This is an optimization exercise on Yosys and OpenROAD, whose aim is small area, a short achievable clock period and few clock cycles, not a production implementation. Only the layout flow was run in this run; the RTL was not checked for function there. Power is estimated from default activity; no workload was simulated.

==> design.v <==
module aes_sbox (
    input  logic [7:0] x,
    output logic [7:0] s
);
    localparam logic [2047:0] SBOX_TBL = {
        128'h637c777bf26b6fc53001672bfed7ab76,
        128'hca82c97dfa5947f0add4a2af9ca472c0,
        128'hb7fd9326363ff7cc34a5e5f171d83115,
        128'h04c723c31896059a071280e2eb27b275,
        128'h09832c1a1b6e5aa0523bd6b329e32f84,
        128'h53d100ed20fcb15b6acbbe394a4c58cf,
        128'hd0efaafb434d338545f9027f503c9fa8,
        128'h51a3408f929d38f5bcb6da2110fff3d2,
        128'hcd0c13ec5f974417c4a77e3d645d1973,
        128'h60814fdc222a908846eeb814de5e0bdb,
        128'he0323a0a4906245cc2d3ac629195e479,
        128'he7c8376d8dd54ea96c56f4ea657aae08,
        128'hba78252e1ca6b4c6e8dd741f4bbd8b8a,
        128'h703eb5664803f60e613557b986c11d9e,
        128'he1f8981169d98e949b1e87e9ce5528df,
        128'h8ca1890dbfe6426841992d0fb054bb16
    };
    assign s = SBOX_TBL[{~x, 3'b000} +: 8];
endmodule
module aes_round_stream #(
    parameter int unsigned TAG_W = 4
) (
    input  logic             clk,
    input  logic             rst_n,
    input  logic             sys_en,
    input  logic             in_valid,
    output logic             in_ready,
    input  logic [127:0]     in_state,
    input  logic [127:0]     in_key,
    input  logic             in_last,
    input  logic [TAG_W-1:0] in_tag,
    output logic             out_valid,
    input  logic             out_ready,
    output logic [127:0]     out_state,
    output logic [TAG_W-1:0] out_tag,
    output logic             out_last
);
    function automatic logic [7:0] xtime(input logic [7:0] b);
        xtime = {b[6:0], 1'b0} ^ (b[7] ? 8'h1b : 8'h00);
    endfunction
    logic v2_q, v3_q, vk_q;
    logic en2, en3, enk;
    assign in_ready = ~(v2_q & vk_q);
    assign en3 = sys_en & (~v3_q | out_ready);
    assign enk = sys_en & (~vk_q | out_ready);
    assign en2 = sys_en & (~v2_q | ~vk_q | out_ready);
    always_ff @(posedge clk) begin
        if (!rst_n) begin
            v2_q <= 1'b0;
            v3_q <= 1'b0;
            vk_q <= 1'b0;
        end else begin
            if (en2) v2_q <= in_valid & in_ready;
            if (en3) v3_q <= vk_q | v2_q;
            if (enk) vk_q <= v2_q & (vk_q | (v3_q & ~out_ready));
        end
    end
    logic [7:0]   sb [16];
    logic [127:0] sr_w;
    for (genvar n = 0; n < 16; n++) begin : g_sb
        aes_sbox u_sbox (.x(in_state[127 - 8*n -: 8]), .s(sb[n]));
    end
    for (genvar c = 0; c < 4; c++) begin : g_sr_col
        for (genvar r = 0; r < 4; r++) begin : g_sr_row
            assign sr_w[127 - 8*(4*c + r) -: 8] = sb[4*((c + r) % 4) + r];
        end
    end
    logic [127:0]     s2_sr_q, s2_key_q;
    logic             s2_last_q;
    logic [TAG_W-1:0] s2_tag_q;
    always_ff @(posedge clk) begin
        if (en2) begin
            s2_sr_q   <= sr_w;
            s2_key_q  <= in_key;
            s2_last_q <= in_last;
            s2_tag_q  <= in_tag;
        end
    end
    logic [127:0] ark_w;
    for (genvar c = 0; c < 4; c++) begin : g_mc_col
        logic [7:0] a [4];
        logic [7:0] t;
        for (genvar r = 0; r < 4; r++) begin : g_in
            assign a[r] = s2_sr_q[127 - 8*(4*c + r) -: 8];
        end
        assign t = a[0] ^ a[1] ^ a[2] ^ a[3];
        for (genvar r = 0; r < 4; r++) begin : g_out
            assign ark_w[127 - 8*(4*c + r) -: 8] =
                a[r] ^ s2_key_q[127 - 8*(4*c + r) -: 8] ^
                ({8{~s2_last_q}} & (t ^ xtime(a[r] ^ a[(r + 1) % 4])));
        end
    end
    logic [127:0]     s3_state_q, sk_state_q;
    logic             s3_last_q,  sk_last_q;
    logic [TAG_W-1:0] s3_tag_q,   sk_tag_q;
    always_ff @(posedge clk) begin
        if (en3) begin
            if (vk_q) begin
                s3_state_q <= sk_state_q;
                s3_last_q  <= sk_last_q;
                s3_tag_q   <= sk_tag_q;
            end else begin
                s3_state_q <= ark_w;
                s3_last_q  <= s2_last_q;
                s3_tag_q   <= s2_tag_q;
            end
        end
    end
    always_ff @(posedge clk) begin
        if (enk) begin
            sk_state_q <= ark_w;
            sk_last_q  <= s2_last_q;
            sk_tag_q   <= s2_tag_q;
        end
    end
    assign out_valid = v3_q;
    assign out_state = s3_state_q;
    assign out_tag   = s3_tag_q;
    assign out_last  = s3_last_q;
endmodule
==> flow/run.sh <==
#!/bin/bash
# Layout flow: the standard ORFS flow (standard.sh, unchanged synthesis),
# with the ports buffered by plain buf_2 cells instead of the delay-buffer
# cell ORFS picks by default. Each step's full log stays in orfs/logs/; the
# make output goes to make_finish.log.
set -euo pipefail
export BUFFER_PORTS_ARGS="-buffer_cell sky130_fd_sc_hd__buf_2"
bash standard.sh finish > make_finish.log 2>&1
==> standard.sh <==
#!/bin/bash
# synth_recipe.tcl (not shown) runs the flow's synth.tcl, then flattens the netlist and writes it again
# the make line also repeats each setting of config.mk as NAME=value (left out here)
make -C /OpenROAD-flow-scripts/flow DESIGN_CONFIG=/design/flow/config.mk WORK_HOME=/design/flow/orfs CLKGATE_MAP_FILE= SYNTH_SCRIPT=/design/flow/synth_recipe.tcl "${@:-finish}"
==> config.mk <==
export PLATFORM = sky130hd
export DESIGN_NAME = aes_round_stream
export DESIGN_NICKNAME = aes_round_stream
export VERILOG_FILES = /design/flow/design.v
export SDC_FILE = /design/flow/constraint.sdc
export NUM_CORES = 4
export LEC_CHECK = 0
export ABC_AREA = 1
export CAP_MARGIN = 20
export CORE_MARGIN = 2
export CORE_UTILIZATION = 40
export PLACE_DENSITY = 0.55
export SETUP_SLACK_MARGIN = 2.8
export SLEW_MARGIN = 20
==> constraint.sdc <==
create_clock -name core_clock -period 5.0 [get_ports {clk}]
set_input_delay 1.0000 -clock core_clock [delete_from_list [all_inputs] [get_ports {clk}]]
set_output_delay 1.0000 -clock core_clock [all_outputs]
set_load 0.01 [all_outputs]
==> out/metrics.yaml <==
synthSimpleGateAreaFrac: 0.5082
fin_nets: 13099
dp_slack_ns: 1.322
die-area_um2: 182800
synth_compound_area_frac: 0.09630
rows: 155
maxCapViolCount: 0
tritoncts: "yes"
drive_gt1_frac: 0.1700
fin_util: 0.4848
max_stage_delay_ns: 0.56
path_class: "flip-flop to output port"
first_pass_iters: 11
hold_violations: 0
fin_crit_ns: 2.496
crit_slowest_cell: "edfxtp_1"
relSlewSlack: 0.3186
grt_antenna_before_repair: 31
r2r_cells: 8
status: "complete, no violations"
path_cells: "buf_2"
vdd_drop_max_uv: 218.8
arrival_ns: 1.50
synth-seq-cells: 530
antenna_left: 0
clkTransAtPathRegs_ns: 0.07
num_vias: 96325
cts_hold_buf: 0
cts.sinks: 530
gp_congestion: 1.099
synth_edf_count: 527
syn_area_per_cell_um2: 5.799
place_area_um2: 74620
synthArstFlopShare: 0
synth_top_family_by_area: "simple AND/OR/NAND/NOR gates"
io_pins: 401
core_um2: 178400
gr-total-overflow: 0
grt_max_degree: 82
yosys-top-cells-area: "nand2_1 22%, edfxtp_1 22%, nand3_1 20%, ha_1 4.2%, inv_1 4.1%"
synth_fa_ha_area_frac: 0.04185
cpLargestDelayFamily: "flip-flops"
grt.total_usage: 0.4072
crit_path_start_kind: "flip-flop"
grt_pass1_vias: 86659
die_w_um: 427.5
vias_per_cell: 6.411
maxSlewViolCount: 0
cp-end-kind: "output port"
path_depth: 1
fin_ws_ns: 2.504
synthMuxAreaShare: 0
p_per_area_nw_per_um2: 271.3
drtIter0Drc: 16958
ys.flop_type: "edfxtp_1"
wl_per_cell_um: 26.31
drc: 0
timing.hold.ws_ns: 0.4362
final_cell_mix: "3908 x nand2_1, 2808 x nand3_1, 653 x inv_1"
synth_xor_area_frac: 0.03943
start_util: 0.4021
netlist-cell-type-count: 40
path_max_fanout: 1
layout_commonest_cell: "nand2_1"
synth_nets: 12878
areaGrowthSynthToFinish_pct: 20.56
setup_viol: 0
rsz0062_at_grt: "yes"
yosysTopAreaCell: "nand2_1"
fin_skew_ns: 0.04933
grt_pass1_wl_um: 569400
cts_buffers: 74
whs_path_depth: 0
final_area_um2: 86500
crit_buf_inv: 1
finalCritPeriodShare: 0.4991
dieHeight_um: 427.5
cts_buffer_depth: 3
ys_seq_area_frac: 0.2214
cp.required_ns: 4.00
syn_inst: 12372
ys_warn_count: 10
leakagePower_uw: 0.04069
worst_slew_pin_slew_ns: 1.021
io_buffers: 400
root_buffer: "clkbuf_16"
htreeDepth: 3
syn_area_um2: 71750
dp_hpwl_um: 280500
hp-class: "flip-flop to flip-flop"
finalSetupTns_ns: 0
synth_top_area_frac: 0.2230
clk_latency_ns: 0.73
max_clock_freq_ghz: 0.4007
totalWireLength_um: 395300
-- timing repair --
item | in CTS | in global routing
endpoints found under the hold margin | 0 | 0
setup endpoints to repair | 624 | 449
pin swaps | 24 | 161
setup buffers | 144 | 212
gates resized for setup | 716 | 1061
gates cloned | 6 | 6
-- cell usage after synthesis (18+ instances only) --
master and instances:
buf_1 138, o21ai_1 18, a21oi_1 364, ha_1 240, o211ai_1 214, buf_4 43
inv_1 781, a31oi_1 22, nand4_1 239, o21bai_1 35, nor2_1 757, clkbuf_1 290
xor2_1 196, edfxtp_1 527, inv_2 29, and2_1 129, nand3b_1 38, nand2_1 4262
xnor2_1 127, nand3_1 2935, o21ai_0 575, buf_2 312
-- stage by stage --
| stage | total power (uW) | instances |
|---|---|---|
| final | 23470 | 15026 |
| after global routing | 24590 | 15022 |
| after CTS | 22400 | 14786 |
| after detailed placement | 16180 | 14503 |
| after global placement | 16230 | 14503 |
| after floorplan | 12780 | 12372 |
-- layer usage --
layer,part of all wire,track usage
met5,0.00018,0
met4,0.089,0.2668
met3,0.13,0.09922
met2,0.42,0.6127
met1,0.36,0.5174
-- registers in the layout, summed over array words and instances, names as in the netlist --
| name | flops |
|---|---|
| s2_key_q | 128 |
| s2_sr_q | 128 |
| s3_state_q | 128 |
| sk_state_q | 128 |
| s2_tag_q | 4 |
| s3_tag_q | 4 |
| sk_tag_q | 4 |
| s2_last_q | 1 |
| s3_last_q | 1 |
| sk_last_q | 1 |
| v2_q | 1 |
| v3_q | 1 |
| vk_q | 1 |
-- cell families after synthesis --
logic type	Yosys count
and+or+nand+nor	8418
buffers and inverters	1617
AOI/OAI and AO/OA	1244
DFF	530
xor gates and xnor gates	323
adders and majority gates	240
-- report_power, final --
part           internal (uW)  leakage [uW]  switching, uW
Sequential              5920       0.00525            611
Clock                   3280       0.00122           2430
Combinational           3620        0.0342           7600
-- layout make-up --
cell class,instances,area [um2]
timing repair inverter,7,50.05
tap,2355,2947
fill,18799,91920
sequential,530,15900
antenna,21,52.55
clock buffer,81,1878
inverter,826,3447
clock inverter,52,660.6
multi-input combinational,10226,53910
timing repair buffer,928,7654
-- final timing paths --
| path | startpoint | end | slack [ns] |
|---|---|---|---|
| setup / recovery | s3_state_q[44] | out_state[44] | 2.50 |
| hold / removal | s2_tag_q[0] | sk_tag_q[0] | 0.44 |
| setup reg to reg | s2_sr_q[75] | s3_state_q[75] | 2.86 |
| hold reg to reg | s2_tag_q[0] | sk_tag_q[0] | 0.44 |

-- static timing again, ports no longer ideal --
The results above use ideal ports. As a check the final layout listed here was re-extracted and re-timed, cells and wires unchanged.
Step 1: set_driving_cell puts a clkbuf_16 on clk and a buf_2 on each other input, an assumption about the parent block.
Step 2, shift: input delay + t, output delay - t, t = (earliest + latest rising clock arrival at the registers) / 2. This alone moves slack from input paths to output paths.
Three values: ideal ports, drivers, drivers and shift; two values: the first two.
t (ns): 0.790
setup WS [ns]: 2.504 / 2.420 / 1.804
hold slack, ns: 0.436 / 0.385 / 0.436
clock arrival spread, ns: 0.056 / 0.056
worst slew at a driven data input, ns: 0.25
After both steps this run still meets setup and hold. The setup slack of this run moves by -0.084 ns with the drivers and by -0.700 ns with both steps.
